This design comes from an exercise in tuning for small area, a short achievable clock period and few clock cycles per item on the open sky130 flow, not from production work.
RTL that was checked went through simulation tests only; none was proved equivalent to the original.
Power and IR drop assume default switching activity.

oak:
## systolic_top
module systolic_top (
	input wire logic clk,
	input wire logic rst,
	input wire logic [23:0] horz_data,
	input wire logic [2:0] horz_we,
	output logic [2:0] horz_wrdy,
	input wire logic [47:0] obli_data,
	input wire logic [5:0] obli_we,
	output logic [5:0] obli_wrdy,
	output logic [7:0] dout,
	output logic dout_en
);
Size: roughly 710 cells after synthesis, about 100 I/O pins, roughly 9000 um^2 of cells after synthesis.
clock: 5.0 ns
lec_check: 0
cap_margin: 20
core_margin: 2
core_utilization: 40
cts_buf_list: sky130_fd_sc_hd__clkbuf_8
cts_cluster_diameter: 50
cts_cluster_size: 20
setup_slack_margin: 2.6
slew_margin: 20
standard.sh (not shown) runs the stock make flow with config.mk's settings and CLKGATE_MAP_FILE= SYNTH_SCRIPT=/design/flow/synth_recipe.tcl, a recipe that flattens the netlist after the stock synthesis.
==> flow/flow/run.sh <==
#!/bin/bash
# Standard layout (the standard.sh: standard synthesis through finish),
# with one change: ports get a small plain buffer (buf_1/buf_2) rather than
# the delay buffer buffer_ports picks by default. Every input and output port
# is still buffered, and the resizer may still upsize these buffers.
set -euo pipefail
export BUFFER_PORTS_ARGS="-buffer_cell sky130_fd_sc_hd__buf_1"
bash standard.sh finish > standard_sh.log 2>&1
oak finished all stages; the layout is clean.
Testbench counts of oak, summed over its fixed seeds: cycles 3,917, sets 960.
Relative to oak, the following input files were edited for pine:
# oak
export LEC_CHECK = 0
export CAP_MARGIN = 20
export CORE_MARGIN = 2
export CORE_UTILIZATION = 40
export CTS_BUF_LIST = sky130_fd_sc_hd__clkbuf_8
export CTS_CLUSTER_DIAMETER = 50
export CTS_CLUSTER_SIZE = 20
export SETUP_SLACK_MARGIN = 2.6
export SLEW_MARGIN = 20
create_clock -name core_clock -period 5.0 [get_ports {clk}]
# pine
export LEC_CHECK = 0
export ABC_AREA = 1
export CAP_MARGIN = 20
export CORE_MARGIN = 2
export CORE_UTILIZATION = 40
export CTS_BUF_LIST = sky130_fd_sc_hd__clkbuf_8
export CTS_CLUSTER_DIAMETER = 50
export CTS_CLUSTER_SIZE = 20
export SETUP_SLACK_MARGIN = 2.6
export SLEW_MARGIN = 20
create_clock -name core_clock -period 5.0 [get_ports {clk}]
- pine: global routing usage summed across all routing layers is 0.87 points higher than what oak reported.
- Sequential share of layout area: pine vs oak down 0.36 points
- Relative to oak, the final cell area reported for pine is higher.
- Diff pine and oak: clock skew lower in oak
- The final instance count without filler cells in pine sits about 20% above the value recorded for oak.
- Compared with oak, in pine combinational power +about 3%; count of non-CTS buffers in the layout -7; placement-stage cell area +about 3.8%; worst hold path depth ~0 delta.
- On final worst-path setup slack, oak loses to pine.
- Looking at multi-input gate count across pine and oak, the one that comes out higher is pine.
Here is what was changed in the inputs of birch compared with pine.
# pine
export LEC_CHECK = 0
export ABC_AREA = 1
export CAP_MARGIN = 20
export CORE_MARGIN = 2
export CORE_UTILIZATION = 40
export CTS_BUF_LIST = sky130_fd_sc_hd__clkbuf_8
export CTS_CLUSTER_DIAMETER = 50
export CTS_CLUSTER_SIZE = 20
export SETUP_SLACK_MARGIN = 2.6
export SLEW_MARGIN = 20
create_clock -name core_clock -period 5.0 [get_ports {clk}]
# birch
export LEC_CHECK = 0
export CAP_MARGIN = 20
export CORE_MARGIN = 2
export CORE_UTILIZATION = 40
export CTS_BUF_LIST = sky130_fd_sc_hd__clkbuf_8
export CTS_CLUSTER_DIAMETER = 100
export CTS_CLUSTER_SIZE = 30
export SETUP_SLACK_MARGIN = 2.6
export SLEW_MARGIN = 20
create_clock -name core_clock -period 5.0 [get_ports {clk}]
### Flow results
- Relative to pine, the area of all placed cells without fillers of birch is lower by 95 um^2.
- Compared with pine, birch shows a lower worst setup slack.
- birch against pine: combined global-route utilization of all metal layers lost 0.87 points; clock tree cell share of total cell area saw a decrease.
- The more densely filled core belongs to birch, not pine.
- Row count, pine and birch, lower one = birch.
- Taking pine as the reference, in birch leakage component of the power shows a reduction of 13%, post-synthesis to final-layout area growth picked up an extra 3.3 points.

* * *

== run 1 ==
systolic_top, a different RTL version from the one above (not shown whole).
For scale: about 730 cells after synthesis, ~220 flip-flops, about 0.0095 mm² of cells after synthesis.
clock: 5.0 ns
lec_check: 0
cap_margin: 20
core_margin: 2
core_utilization: 40
setup_slack_margin: 2.9
slew_margin: 20
==> flow/flow/run.sh <==
#!/bin/bash
# Standard layout (the standard.sh: standard synthesis through finish),
# with two changes to how the layout is made:
# - ports get a small plain buffer (buf_1) rather than the delay buffer that
#   buffer_ports picks by default; every input and output port is still
#   buffered, and the resizer may still upsize these buffers;
# - clock tree synthesis clusters up to 30 registers per leaf buffer and
#   inserts no dummy loads.
set -euo pipefail
export BUFFER_PORTS_ARGS="-buffer_cell sky130_fd_sc_hd__buf_1"
export CTS_ARGS="-sink_clustering_enable -repair_clock_nets -dont_use_dummy_load -sink_clustering_size 30 -sink_clustering_max_diameter 80"
bash standard.sh finish > standard_sh.log 2>&1
Run 1 was carried through to the last stage, and its layout satisfied the timing, DRC and antenna checks.
Testbench counts of run 1, summed over its fixed seeds: cycles 3,925, sets 960.
Changes in run 2 relative to run 1:
Settings: SETUP_SLACK_MARGIN: 2.9 -> 2.8.
==> flow/flow/run.sh <==
#!/bin/bash
# Standard layout (the standard.sh: standard synthesis through finish),
# with one change: ports get a small plain buffer (buf_1/buf_2) rather than
# the delay buffer buffer_ports picks by default. Every input and output port
# is still buffered, and the resizer may still upsize these buffers.
set -euo pipefail
export BUFFER_PORTS_ARGS="-buffer_cell sky130_fd_sc_hd__buf_1"
bash standard.sh finish > standard_sh.log 2>&1
--- outcome ---
Diff run 1 -> run 2: area of placed instances stayed essentially flat; internal power consumption rose by 12%; via count rose by 26; final standard cell utilization of the core rose by 0.35 points; post-layout instance area rose by 0.74%.
### run 2 -> run 3
Settings: changing SETUP_SLACK_MARGIN from 2.8 to 2.7.
==> flow/flow/run.sh <==
#!/bin/bash
# Standard layout (the standard.sh: standard synthesis through finish),
# with two changes to how the layout is made:
# - ports get a small plain buffer (buf_1) rather than the delay buffer that
#   buffer_ports picks by default; every input and output port is still
#   buffered, and the resizer may still upsize these buffers;
# - clock tree synthesis clusters up to 30 registers per leaf buffer and
#   inserts no dummy loads.
set -euo pipefail
export BUFFER_PORTS_ARGS="-buffer_cell sky130_fd_sc_hd__buf_1"
export CTS_ARGS="-sink_clustering_enable -repair_clock_nets -dont_use_dummy_load -sink_clustering_size 30 -sink_clustering_max_diameter 80"
bash standard.sh finish > standard_sh.log 2>&1
==> summary.txt <==
Looking at post-detailed-route wirelength per cell, run 3 sits 0.058 µm lower than run 2 does. Run 2 consumes more power than run 3. The run with more setup slack is run 2; run 3 has less. Run 3: hold slack is 0.017 ns lower than what run 2 reported. Run 3 ends up with lower switching power of the nets than run 2 does. Between run 2 and run 3, the buffer share of cell area figures differ only marginally. Routability congestion estimate from global placement, run 3 vs run 2: down by a few percent. Sort run 2 and run 3 by count of filler cells inserted in the layout, descending, and run 2 comes first. In the tables for run 2 and run 3, number of global-route vias before repair reads higher with run 2. Cmp run 2 and run 3 / wire length / lower: run 3. As of run 3, number of nets in the finished design had fallen slightly compared to run 2.
For run 4, these inputs were changed with respect to run 3:
Settings: putting ABC_AREA at 1 where nothing was set; swapping 2.7 for 2.8 in SETUP_SLACK_MARGIN.
[summary]
Changes observed in run 4 relative to run 3: routed length on met2 grew by 270 µm, switching power share of the total now larger, area occupied by registers about even, post-synthesis cell count went up by 174.
In the reports for run 4 and run 3, the larger core area belongs to run 4.
Number of cell rows delta for run 4 relative to run 3: about 1.8% higher
Run 4 against run 3: number of antenna violations at the first check in global routing held, power went up 3.1%, die outline area went up about 3.3%.
[inputs] run 5 vs run 4
Settings: SLEW_MARGIN: 20 -> 5; CAP_MARGIN: 20 -> 5; ABC_AREA: 1 -> unset.
Notes after the runs:
- Compared to run 4, run 5 has overall routing resource usage 0.84 points higher.
- Taking run 4 as the reference, in run 5 global-route wire length before repair down 480 µm; endpoint arrival time on the critical path up 0.05 ns; number of distinct standard cells referenced by the synthesized netlist up 15.
- Run 5 ended up with ol[1][2]$_DFFE_PP_ as its first element of the critical path; run 4 ended up with s1_c[2]$_DFFE_PN_.

* * *

Another version of the RTL of systolic_top (not shown whole).
Size: about 730 cells after synthesis, about 200 flip-flops, roughly 100 I/O pins, about 9300 um2 of cells after synthesis.
## systolic_top
module systolic_top (
	input wire logic clk,
	input wire logic rst,
	input wire logic [23:0] horz_data,
	input wire logic [2:0] horz_we,
	output logic [2:0] horz_wrdy,
	input wire logic [47:0] obli_data,
	input wire logic [5:0] obli_we,
	output logic [5:0] obli_wrdy,
	output logic [7:0] dout,
	output logic dout_en
);
	logic [7:0] hl [3];
	logic [2:0] hl_e;
	logic [7:0] ol [6];
	logic [5:0] ol_e;
	logic [7:0] hw [3];
	logic [2:0] hw_v;
	logic [3:0] c0;
	logic s0_v, s1_v;
	logic [3:0] s0_c, s1_c;
	logic [7:0] p_s [3];
	logic [7:0] p_c [3];
	logic [1:0] p_e [3];
	logic a_d, v2_d;
	logic [7:0] q0, q1;
	logic [7:0] o_op [3];
	logic [7:0] m_s [3];
	logic [7:0] m_c [3];
	logic [1:0] m_e [3];
	logic [7:0] t_q0, t_q1, t_y;
	logic av0, av1, av2;
	logic adv, go0;
	logic [2:0] fin, hw_ld;
	logic [5:0] o_use;
	logic [3:0] enc_one [3];
	logic [3:0] enc_two [3];
	logic [3:0] enc_neg [3];
	always_comb begin
		for (int r = 0; r < 3; r++) begin
			o_op[r] = '0;
		end
		av0 = 1'b0;
		av1 = 1'b0;
		av2 = 1'b0;
		for (int c = 0; c < 4; c++) begin
			o_op[0] = o_op[0] | ({8{c0[c]}} & ol[c]);
			o_op[1] = o_op[1] | ({8{s0_c[c]}} & ol[c + 1]);
			o_op[2] = o_op[2] | ({8{s1_c[c]}} & ol[c + 2]);
			av0 = av0 | (c0[c] & ~ol_e[c]);
			av1 = av1 | (s0_c[c] & ~ol_e[c + 1]);
			av2 = av2 | (s1_c[c] & ~ol_e[c + 2]);
		end
		av0 = av0 & hw_v[0];
		av1 = av1 & hw_v[1];
		av2 = av2 & hw_v[2];
		adv = ~(~c0[0] & ~av0) & ~(s0_v & ~av1) & ~(s1_v & ~av2);
		go0 = adv & av0;
		o_use = '0;
		for (int c = 0; c < 4; c++) begin
			o_use[c] = o_use[c] | (go0 & c0[c]);
			o_use[c + 1] = o_use[c + 1] | (adv & s0_v & s0_c[c]);
			o_use[c + 2] = o_use[c + 2] | (adv & s1_v & s1_c[c]);
		end
		fin[0] = go0 & c0[3];
		fin[1] = adv & s0_v & s0_c[3];
		fin[2] = adv & s1_v & s1_c[3];
		for (int r = 0; r < 3; r++) begin
			hw_ld[r] = ~hl_e[r] & (~hw_v[r] | fin[r]);
		end
	end
	assign t_q0 = p_s[0] + p_c[0];
	assign t_q1 = q0 + p_s[1] + p_c[1];
	assign t_y = q1 + p_s[2] + p_c[2];
	always_comb begin
		for (int r = 0; r < 3; r++) begin
			for (int i = 0; i < 4; i++) begin
				logic b2, b1, b0;
  ...
Settings: LEC_CHECK=0, CAP_MARGIN=20, CORE_MARGIN=2, CORE_UTILIZATION=40, SETUP_SLACK_MARGIN=2.6, SLEW_MARGIN=20; clock period 5.0 ns.
==> flow/flow/run.sh <==
#!/bin/bash
# Standard layout (the standard.sh: standard synthesis through finish),
# with one change: ports get a small plain buffer (buf_1/buf_2) rather than
# the delay buffer buffer_ports picks by default. Every input and output port
# is still buffered, and the resizer may still upsize these buffers.
set -euo pipefail
export BUFFER_PORTS_ARGS="-buffer_cell sky130_fd_sc_hd__buf_2"
bash standard.sh finish > standard_sh.log 2>&1
Rerun with:
--- a/flow/flow/run.sh
+++ b/flow/flow/run.sh
@@ -5,4 +5,4 @@
 # is still buffered, and the resizer may still upsize these buffers.
 set -euo pipefail
-export BUFFER_PORTS_ARGS="-buffer_cell sky130_fd_sc_hd__buf_2"
+export BUFFER_PORTS_ARGS="-buffer_cell sky130_fd_sc_hd__buf_1"
 bash standard.sh finish > standard_sh.log 2>&1
Settings changed: CORE_UTILIZATION 40 to 60, CTS_BUF_LIST set to sky130_fd_sc_hd__clkbuf_8, CTS_CLUSTER_DIAMETER set to 100, CTS_CLUSTER_SIZE set to 30.
What happened: The changed run passed the timing, DRC and antenna checks; wire length rises by 0.69%; design area falls by about 1.3%; total power falls by about 3.4%; clock-buffer cell count falls by 4; via count rises by 4.9%; die area falls by about 33%; global-route usage rises by 7.6 points.
Rerun with:
Settings changed: CORE_UTILIZATION 60 to 40, SETUP_SLACK_MARGIN 2.6 to 2.8.
=> The changed run passed the timing, DRC and antenna checks. Flip-flop and latch count stays the same. Wire length rises by about 11%. Core utilization falls by 20 points. Design area rises by about 7%. Clock-buffer cell count rises by 1. Final cell count rises by 13%. Worst hold slack degrades by 0.0089 ns. Fmax rises by 4.6%. Register-to-register slack improves by 0.11 ns.
Rerun with:
==> flow/run.sh (new file) <==
#!/bin/bash
# synth_recipe.tcl (not shown) runs the flow's synth.tcl, then flattens the netlist and writes it again
# the make line also repeats each setting of config.mk as NAME=value (left out here)
make -C /OpenROAD-flow-scripts/flow DESIGN_CONFIG=/design/flow/config.mk WORK_HOME=/design/flow/orfs CLKGATE_MAP_FILE= SYNTH_SCRIPT=/design/flow/synth_recipe.tcl finish
Settings changed: CTS_BUF_LIST sky130_fd_sc_hd__clkbuf_8 to not set, CTS_CLUSTER_DIAMETER 100 to not set, CTS_CLUSTER_SIZE 30 to not set, SETUP_SLACK_MARGIN 2.8 to not set.
removed: flow/flow/run.sh
removed: flow/standard.sh
Outcome: The new run finished clean; count of clock-buffer cells in the layout is unchanged; global-route usage came out lower by 1.0 points; wire length came out lower by roughly a tenth; combinational power falls by about a fifth; synthesized area does not change; maximum frequency decreases by about a fifth; setup slack is worse by 0.44 ns.
No run of this note included a check of the RTL's function; only the layout flow was run.

* * *

Setup of main:
RTL: one of the versions met above, not the one the previous note started from.
Size in the first run: roughly 220 flip-flops, ~100 I/O pins, roughly 9500 um^2 of cells after synthesis.
clock: 5.0 ns
lec_check: 0
cap_margin: 20
core_margin: 2
core_utilization: 40
setup_slack_margin: 2.8
slew_margin: 20
==> flow/flow/run.sh <==
#!/bin/bash
# Standard layout (the standard.sh: standard synthesis through finish),
# with two changes to how the layout is made:
# - ports get a small plain buffer (buf_1) rather than the delay buffer that
#   buffer_ports picks by default; every input and output port is still
#   buffered, and the resizer may still upsize these buffers;
# - clock tree synthesis clusters up to 30 registers per leaf buffer and
#   inserts no dummy loads.
set -euo pipefail
export BUFFER_PORTS_ARGS="-buffer_cell sky130_fd_sc_hd__buf_1"
export CTS_ARGS="-sink_clustering_enable -repair_clock_nets -dont_use_dummy_load -sink_clustering_size 30 -sink_clustering_max_diameter 80"
bash standard.sh finish > standard_sh.log 2>&1
main completed every stage of the flow, and the final layout passed the timing, DRC and antenna checks.
Testbench counts of main, summed over its fixed seeds: cycles 3,925, sets 960.
diff inputs: main => the feature branch
# main
export LEC_CHECK = 0
export CAP_MARGIN = 20
export CORE_MARGIN = 2
export CORE_UTILIZATION = 40
export SETUP_SLACK_MARGIN = 2.8
export SLEW_MARGIN = 20
create_clock -name core_clock -period 5.0 [get_ports {clk}]
# the feature branch
export LEC_CHECK = 0
export CAP_MARGIN = 20
export CORE_MARGIN = 2
export CORE_UTILIZATION = 55
export SETUP_SLACK_MARGIN = 2.8
export SLEW_MARGIN = 20
create_clock -name core_clock -period 5.0 [get_ports {clk}]
[summary]
- Total power of the final layout essentially unchanged between main and the feature branch.
- Compared the feature branch against main; power per cell area within noise.
- Relative to main, die outline area decreased by about 27% in the feature branch.
- Diff main..the feature branch | compound-gate portion of the synthesized area | unchanged
- Compared the feature branch vs main, and required arrival time at the worst endpoint is down in the feature branch.
- Setup slack deteriorates in the feature branch relative to main.
- The number of clock buffers in the layout number comes out lower for the feature branch vs main.
- Against main, the feature branch comes in 81 lower on cell count.
- For the non-clock buffer count, the feature branch came in about 13% higher than main did.
- Total number of tap cells is higher on main
- The feature branch ended up with hw[0][4]$_DFFE_PP_ as its endpoint of the worst setup timing path; main ended up with p_d[1][4]$_DFF_P_.
- Global-route wire length before repair on the feature branch is down relative to main.

[what the ideal ports hide]
How much do the figures lean on ideal ports? The routed layouts below were timed once more, with nothing changed but the port constraints.
Step 1: set_driving_cell puts a clkbuf_16 on clk and a buf_2 on each other input, an assumption about the parent block.
Step 2 times the ports against the registers' clock, not the clock port: input delays grow and output delays shrink by t, the midpoint of the rising clock arrivals with the driver on.
Three values: ideal, step 1, step 2; two values: the first two.
run | shift t [ns] | slack for setup (ns) | hold WS [ns] | worst setup path at the end | cell pins on the clock port's net
oak | 0.506 | 2.630 / 2.630 / 2.630 | 0.417 / 0.417 / 0.417 | register to register | 1
pine | 0.497 | 2.664 / 2.664 / 2.664 | 0.424 / 0.424 / 0.424 | register to register | 1
birch | 0.506 | 2.630 / 2.630 / 2.630 | 0.417 / 0.417 / 0.417 | register to register | 1
run 1 | 0.508 | 2.865 / 2.865 / 2.697 | 0.338 / 0.338 / 0.338 | input to register | 1
run 2 | 0.556 | 2.852 / 2.825 / 2.566 | 0.330 / 0.330 / 0.330 | input to register | 1
run 3 | 0.507 | 2.775 / 2.775 / 2.662 | 0.312 / 0.312 / 0.312 | input to register | 1
run 4 | 0.504 | 2.899 / 2.875 / 2.898 | 0.325 / 0.325 / 0.325 | input to register | 1
run 5 | 0.500 | 2.839 / 2.832 / 2.620 | 0.340 / 0.340 / 0.340 | input to register | 1
the first run of note 3 | 0.463 | 2.594 / 2.594 / 2.594 | 0.422 / 0.422 / 0.422 | register to register | 1
the second run of note 3 | 0.497 | 2.572 / 2.572 / 2.537 | 0.432 / 0.432 / 0.432 | input to register | 1
the third run of note 3 | 0.507 | 2.679 / 2.679 / 2.490 | 0.423 / 0.423 / 0.423 | input to register | 1
the fourth run of note 3 | 0.474 | 2.238 / 2.238 / 2.238 | 0.422 / 0.422 / 0.422 | register to register | 1
main | 0.500 | 2.839 / 2.832 / 2.620 | 0.340 / 0.340 / 0.340 | input to register | 1
the feature branch | 0.503 | 2.805 / 2.805 / 2.571 | 0.339 / 0.339 / 0.339 | input to register | 1
After both steps every run listed still meets setup and hold. For run 2, which loses most, drivers alone change the setup slack by -0.027 ns; drivers and shift together by -0.286 ns.
